Source: an optimization exercise on an open RTL-to-GDS flow (aim: small area, a short achievable clock period and few clock cycles). Production flows keep margins and buffers that such runs may drop. At most, simulation tests tie the RTL to the original design; equivalence was not proved. No activity file was given, so power comes from the tool's default toggle rates.

==> flow/design.v (excerpt) <==
module dctq_rle_encoder #(
  parameter int DW = dctq_rle_pkg::DW_DEFAULT
) (
  input  logic          clk,
  input  logic          reset_n,
  input  logic [DW-1:0] dctq,
  input  logic          dctq_valid,
  input  logic [5:0]    addr,
  output logic          hold,
  output logic          rle_valid,
  output logic [5:0]    rle_run,
  output logic [DW-1:0] rle_level,
  output logic          rle_last,
  input  logic          rle_ready,
  output logic          overrun
);
For scale: about 38 I/O pins, roughly 0.050 mm2 of cells after synthesis.
make LEC_CHECK=0 CAP_MARGIN=20 CORE_MARGIN=2 CORE_UTILIZATION=30 CTS_CLUSTER_DIAMETER=80 CTS_CLUSTER_SIZE=30 SETUP_SLACK_MARGIN=3.2 SLEW_MARGIN=20 finish   # period 5.5 ns
run.sh (not shown) runs the stock make flow with config.mk's settings and CLKGATE_MAP_FILE= SYNTH_SCRIPT=/design/flow/synth_recipe.tcl, a recipe that flattens the netlist after the stock synthesis.
Testbench counts at the start, summed over its fixed seeds: cycles 20,720.
Edit:
--- a/flow/config.mk
+++ b/flow/config.mk
@@ -12,3 +12,3 @@
 export CTS_CLUSTER_SIZE = 30
-export SETUP_SLACK_MARGIN = 3.2
+export SETUP_SLACK_MARGIN = 3.1
 export SLEW_MARGIN = 20
What happened:
- wire length goes down by 6.0%
- combinational power decreases by 7.3%
- clock-buffer cell count decreases by 4
- global-route usage decreases by 1.4 points
- final cell count shrinks by 0.47%
- sequential cell count does not change
- worst setup slack loses 0.10 ns
- total power is lower by 2.6%
- sequential share of layout area went up by 0.94 points

---

## wip/indigo
Another version of the RTL of dctq_rle_encoder (not shown whole).
Size in the first run: ~6300 cells after synthesis, roughly 1300 flip-flops, ~52000 µm² of cells after synthesis.
clock: 5.5 ns
lec_check: 0
cap_margin: 20
core_margin: 2
core_utilization: 30
cts_cluster_diameter: 80
cts_cluster_size: 30
setup_slack_margin: 3.3
slew_margin: 20
Edits applied to the flow inputs when going from wip/indigo to wip/tundra:
Settings: changing SETUP_SLACK_MARGIN from 3.3 to 3.1.
### Flow results
Row overall power consumption: wip/tundra lower / wip/indigo higher. Delta (wip/tundra minus wip/indigo): final standard cell utilization of the core shows a reduction of 1.4 points; total via count after detailed routing fell 1484; clock group share of total power saw a decrease.
No run of this note included a check of the RTL's function; only the layout flow was run.

---

## run A
dctq_rle_encoder, a different RTL version from the one above (not shown whole).
Size in the first run: roughly 38 I/O pins, roughly 50000 µm² of cells after synthesis.
export LEC_CHECK = 0
export CAP_MARGIN = 20
export CORE_MARGIN = 2
export CORE_UTILIZATION = 30
export CTS_CLUSTER_DIAMETER = 80
export CTS_CLUSTER_SIZE = 26
export SETUP_SLACK_MARGIN = 3.2
export SLEW_MARGIN = 20
create_clock -name core_clock -period 5.5 [get_ports {clk}]
Run A did not stop at any stage, and its layout met the timing, design-rule and antenna checks.
Testbench counts of run A, summed over its fixed seeds: cycles 20,720.
Changes in run B relative to run A:
# run A
export LEC_CHECK = 0
export CAP_MARGIN = 20
export CORE_MARGIN = 2
export CORE_UTILIZATION = 30
export CTS_CLUSTER_DIAMETER = 80
export CTS_CLUSTER_SIZE = 26
export SETUP_SLACK_MARGIN = 3.2
export SLEW_MARGIN = 20
create_clock -name core_clock -period 5.5 [get_ports {clk}]
# run B
export LEC_CHECK = 0
export CAP_MARGIN = 20
export CORE_MARGIN = 2
export CORE_UTILIZATION = 30
export CTS_CLUSTER_DIAMETER = 80
export CTS_CLUSTER_SIZE = 30
export SETUP_SLACK_MARGIN = 3.1
export SLEW_MARGIN = 20
create_clock -name core_clock -period 5.5 [get_ports {clk}]
[summary]
On clock period minus worst slack: between run A and run B, it ends up lower for run A.
Global routing usage on met1 in run B vs run A: down 0.80 points
Delta (run B minus run A): highest cell delay on the worst timing path +310 ps; routed wirelength normalized by instance count down about 1.2%; share of cells above drive strength 1 lost 0.24 points; hold slack now sits lower.
Re die area: no difference whatsoever between run A and run B.
The estimated power of run B ends up higher than the estimate for run A.
When the final numbers for run A and run B were put side by side, the final cell area excluding filler cells turned out to be smaller in run B.
Run B: combined area of the multi-input logic cells is about 0.8% lower than what run A reported.
diff inputs: run B => run C
# run B
export LEC_CHECK = 0
export CAP_MARGIN = 20
export CORE_MARGIN = 2
export CORE_UTILIZATION = 30
export CTS_CLUSTER_DIAMETER = 80
export CTS_CLUSTER_SIZE = 30
export SETUP_SLACK_MARGIN = 3.1
export SLEW_MARGIN = 20
create_clock -name core_clock -period 5.5 [get_ports {clk}]
# run C
export LEC_CHECK = 0
export CAP_MARGIN = 20
export CORE_MARGIN = 2
export CORE_UTILIZATION = 30
export CTS_CLUSTER_DIAMETER = 80
export CTS_CLUSTER_SIZE = 30
export SETUP_SLACK_MARGIN = 3.2
export SLEW_MARGIN = 20
create_clock -name core_clock -period 5.5 [get_ports {clk}]
[summary]
On number of stages on the worst hold path, run C tracks run B almost exactly. Of run C and run B, the lower share of total power consumed by net switching belongs to run C. Leakage component of the power delta (run C − run B): unfavourable. The run showing the greater worst hold margin is run C. Combinational cell fraction of total power delta (run B -> run C): insignificant. From run B to run C the numbers moved as follows: overall power of the completed layout did not really move; die area barely changed; number of diodes added for antenna fixing now larger. Every run (run C and run B) finished clean. The fraction of final layout cells with drive strength greater than 1 number comes out higher for run C vs run B. Run C against run B: clock-buffer cell count decreased by 7 relative to the old numbers; minimum period implied by the final worst setup slack fell 43 ps.

---

v43:
Starting RTL as in the previous note.
make LEC_CHECK=0 CAP_MARGIN=10 CORE_MARGIN=2 CORE_UTILIZATION=30 CTS_CLUSTER_DIAMETER=80 CTS_CLUSTER_SIZE=30 GPL_ROUTABILITY_DRIVEN=0 SETUP_SLACK_MARGIN=3.1 SLEW_MARGIN=10 finish   # period 5.5 ns
In summary, v43 completed successfully, with a layout that passed the timing, design-rule and antenna checks.
Testbench counts of v43, summed over its fixed seeds: cycles 20,720.
Edits applied to the flow inputs when going from v43 to v7:
- a change of SLEW_MARGIN from 10 to 20
- a deleted GPL_ROUTABILITY_DRIVEN that had been 0
- an added PLACE_DENSITY of 0.75
- a change of CAP_MARGIN from 10 to 20
--- outcome ---
Sort v7 and v43 by clock network fraction of total power, descending, and v43 comes first. v7 completed every stage of the flow, and the final layout passed the timing, design-rule and antenna checks. v43 finished all stages; the layout is clean. Against v43, v7 comes in 0.2 points higher on part of the power in combinational logic. Timing startpoint of the critical path = t_g1_q[7]$_SDFFE_PN0P_: v43; timing startpoint of the critical path = t_g0_q[6]$_SDFFE_PN0P_: v7. Power was higher in the run labelled v43.
Relative to v7, the following input files were edited for v45:
- SETUP_SLACK_MARGIN changed from 3.1 to 3.2
- PLACE_DENSITY removed (was 0.75)
- CTS_CLUSTER_SIZE changed from 30 to 28
## What came out
In summary, v7 completed successfully, with a layout that passed the timing, design-rule and antenna checks. The flow did not stop early for v45: all stages ran, and the layout cleared the timing, design-rule and antenna checks. Power attributed to the clock group sits higher in v45 than in v7. The run showing the smaller number of global-route vias before repair is v45. On fraction of the mapped netlist area in compound gates, v7 and v45 are neck and neck. v45 has number of cells in the finished layout apart from fillers above what v7 had. Of v7 and v45, v45 shows the higher wire length on met2, with v7 below it. Area of all placed cells without fillers: v45 > v7. Reported for v7 and v45, xor/xnor share of the synthesized area turned out identical to the last digit. Going from v7 to v45, pin count of the biggest net entering global routing shrank by a few percent. Taking v7 as the reference, in v45 via count fell by 1.1%; register area stayed essentially flat. As of v45, total power divided by cell area had risen slightly compared to v7.
Input-level comparison between v39 and v45:
- CTS_CLUSTER_SIZE: 28 -> 30
- PLACE_DENSITY: unset -> 0.5
- SETUP_SLACK_MARGIN: 3.2 -> 3.1
- From v45 to v39 the numbers moved as follows: global-route wire length before repair moved up; design area level; area growth from synthesis to layout moved up; sequential cell count level.
- The non-filler instance count after layout in v39 was higher than what v45 gave.
- Going from v45 to v39, the switching power share of the total was found to have gone up by 0.74 points.
- v45 -> v39: area after synthesis delta 0, exact match

[re-timing with driven ports]
How much do the figures lean on ideal ports? The routed layouts below were timed once more, with nothing changed but the port constraints. Step 1 (the two cells are an assumption about what drives the block):
set clk [get_ports {clk}]
set_driving_cell -lib_cell sky130_fd_sc_hd__clkbuf_16 $clk
set_driving_cell -lib_cell sky130_fd_sc_hd__buf_2 [delete_from_list [all_inputs] $clk]
Step 2 moves the port delays by t, midway between the first and last clock arrival at a register: inputs arrive t later, outputs are due t later. That takes back most of the time a late clock gives input paths. a / b / c = no drivers / after step 1 / after step 2; a / b = the first two.
run | t (ns) | slack for setup (ns) | cell pins on the clock port's net
the first run of note 1 | 0.805 | 3.077 / 3.009 / 2.402 | 1
the second run of note 1 | 0.744 | 2.973 / 2.973 / 2.273 | 1
wip/indigo | 0.816 | 2.893 / 2.843 / 2.028 | 1
wip/tundra | 0.800 | 2.962 / 2.915 / 2.115 | 1
run A | 0.801 | 3.089 / 3.016 / 2.283 | 1
run B | 0.809 | 3.036 / 2.987 / 2.244 | 1
run C | 0.799 | 3.079 / 3.009 / 2.280 | 1
v43 | 0.803 | 3.025 / 3.004 / 2.266 | 1
v7 | 0.775 | 2.980 / 2.980 / 2.298 | 1
v45 | 0.795 | 3.072 / 2.998 / 2.290 | 1
v39 | 0.795 | 3.028 / 3.023 / 2.228 | 1
After both steps setup and hold are still met in every run listed. For wip/indigo, which loses most, drivers alone change the setup slack by -0.050 ns; drivers and shift together by -0.865 ns.
